This design comes from an exercise in tuning for small area, a short achievable clock period and few clock cycles per item on the open sky130 flow, not from production work.
Only simulation tests tie the RTL to the original design; equivalence was not proved.

Setup of lane 2:
==> flow/design.v (excerpt) <==
module look_at_view_matrix (
    input  logic                i_clk,
    input  logic                i_rst_n,
    input  logic                i_start,
    input  logic signed [31:0]  i_eye_x,
    input  logic signed [31:0]  i_eye_y,
    input  logic signed [31:0]  i_eye_z,
    input  logic signed [31:0]  i_target_x,
    input  logic signed [31:0]  i_target_y,
    input  logic signed [31:0]  i_target_z,
    input  logic signed [31:0]  i_up_x,
    input  logic signed [31:0]  i_up_y,
    input  logic signed [31:0]  i_up_z,
    output logic                o_busy,
    output logic                o_valid,
    output logic [1:0]          o_row_index,
    output logic signed [31:0]  o_entry0,
    output logic signed [31:0]  o_entry1,
    output logic signed [31:0]  o_entry2,
    output logic [16:0]         o_entry3,
    output logic                o_last_row,
    output logic                o_degenerate
);
Size: ~1,000 flip-flops, roughly 84,000 um^2 of cells after synthesis.
clock: 11.0 ns
lec_check: 0
cap_margin: 20
core_margin: 2
core_utilization: 40
slew_margin: 20
standard.sh (not shown) runs the stock make flow with config.mk's settings and CLKGATE_MAP_FILE= SYNTH_SCRIPT=/design/flow/synth_recipe.tcl, a recipe that flattens the netlist after the stock synthesis.
==> flow/flow/run.sh <==
#!/bin/bash
cd "$(dirname "$0")/.." || exit 1
cp standard.sh flow_standard_sh.log 2>/dev/null
export SETUP_SLACK_MARGIN=6.6
bash standard.sh > flow_standard.log 2>&1
status=$?
grep -h "setup_margin\|repair_timing" orfs/logs/*/*/*/*.log > flow_repair_summary.log 2>/dev/null
exit $status
Testbench counts of lane 2, summed over its fixed seeds: cycles 27,592, items 256.
Setup changes, lane 2 to lane 4
-- flow/design.v --
<<< lane 2, line 170
    assign o_busy     = r_busy;
    assign accept     = r_cap && i_start;
    assign issue      = (r_state == S_SQ) || (r_state == S_CR) || (r_state == S_YT) || issue_sh;
    assign all_m   = r_m[0] | r_m[1] | r_m[2];
    assign m_zero  = (all_m == '0);
>>> lane 4, line 170
    assign o_busy     = r_busy;
    assign accept     = r_cap && i_start;
    assign issue      = (r_state == S_SQ) || (r_state == S_CR) || (r_state == S_YT);
    assign all_m   = r_m[0] | r_m[1] | r_m[2];
    assign m_zero  = (all_m == '0);
<<< lane 2, line 180
                        need_l4 ? all_m[25] :
                        need_l ? all_m[28] : 1'b1;
    logic issue_sh;
    logic [MW-1:0] m0_sh;
    assign issue_sh = (r_state == S_SHIFT) && (r_zf || shift_done);
    assign m0_sh    = need_r ? (r_m[0] >> 1) : need_l4 ? (r_m[0] << 4) :
                      need_l ? (r_m[0] << 1) : r_m[0];
    always_comb begin
        n_state = r_state;
>>> lane 4, line 180
                        need_l4 ? all_m[25] :
                        need_l ? all_m[28] : 1'b1;
    always_comb begin
        n_state = r_state;
<<< lane 2, line 200
            default: n_state = S_IDLE;
        endcase
        if (accept || (r_state == S_ABS)) begin
            n_k = '0;
        end else if (r_state == S_SHIFT) begin
            n_k = issue_sh ? 5'd1 : 5'd0;
        end else if (r_state == S_DIV) begin
            n_k = r_ph ? K_YT : K_CR;
>>> lane 4, line 195
            default: n_state = S_IDLE;
        endcase
        if (accept || (r_state == S_SHIFT)) begin
            n_k = '0;
        end else if (r_state == S_DIV) begin
            n_k = r_ph ? K_YT : K_CR;
<<< lane 2, line 318
        op_wb  = W_NONE;
        unique case (r_k)
            5'd0:  begin op_a = {2'b0, m0_sh[29:0]}; op_b = {3'b0, m0_sh[29:15]}; op_ain = A_ZERO; end
            5'd1:  begin op_a = {2'b0, r_m[1][29:0]}; op_b = {3'b0, r_m[1][29:15]}; end
            5'd2:  begin op_a = {2'b0, r_m[2][29:0]}; op_b = {3'b0, r_m[2][29:15]}; end
>>> lane 4, line 311
        op_wb  = W_NONE;
        unique case (r_k)
            5'd0:  begin op_a = {2'b0, r_m[0][29:0]}; op_b = {3'b0, r_m[0][29:15]}; op_ain = A_ZERO; end
            5'd1:  begin op_a = {2'b0, r_m[1][29:0]}; op_b = {3'b0, r_m[1][29:15]}; end
            5'd2:  begin op_a = {2'b0, r_m[2][29:0]}; op_b = {3'b0, r_m[2][29:15]}; end
==> results.txt <==
- Result for lane 4 and lane 2: all clean
- Compared with lane 2, lane 4 shows a lower non-clock buffer count.
- A endpoint of the most critical setup path of r_ma[8] is what lane 4 shows, while r_acc[60] belongs to lane 2.
- Between lane 4 and lane 2, it is lane 4 whose final worst setup slack is lower, by 0.070 ns.
- When the final numbers for lane 4 and lane 2 were put side by side, the post-layout utilization of the core turned out to be greater in lane 2.
- Worst hold slack, lane 4 and lane 2, higher one = lane 2.
- Die area: lane 2 vs lane 4, no meaningful difference
- Lane 4 against lane 2; met2 wirelength from detailed routing is down by a few percent.
- Global-route usage in lane 4 is 0.87 points lower than in lane 2
- On lane 4: shortest period the worst path allows is 0.070 ns higher than what lane 2 gave.
- From lane 2 to lane 4 the numbers moved as follows: final area has decreased; sequential share of layout area has increased.
Testbench counts of lane 4, summed over its fixed seeds: cycles 28,104, items 256.

==> separate check: timing with driven ports <==
Ports are ideal in the flow. The routed layouts listed here were re-timed in OpenROAD.
Step 1, drivers: a clkbuf_16 drives i_clk and a buf_2 each remaining input, both assumed.
Step 2 adds t to the input delays and takes it off the output delays; t is the mean of the earliest and latest rising clock arrival at the registers after step 1. Input paths then give back, and output paths get back, about the clock's delay inside the block.
a / b / c = ideal ports / drivers / drivers and shift; a / b = the first two.
run	shift t [ns]	slack for setup (ns)	worst data-port slew with drivers (ns)
lane 2	0.913	6.458 / 6.458 / 6.385	0.12
lane 4	0.879	6.388 / 6.388 / 6.388	0.13
After both steps every run listed still meets setup and hold. The setup slack of lane 2, which loses most, moves by 0.000 ns with the drivers and by -0.073 ns with both steps.
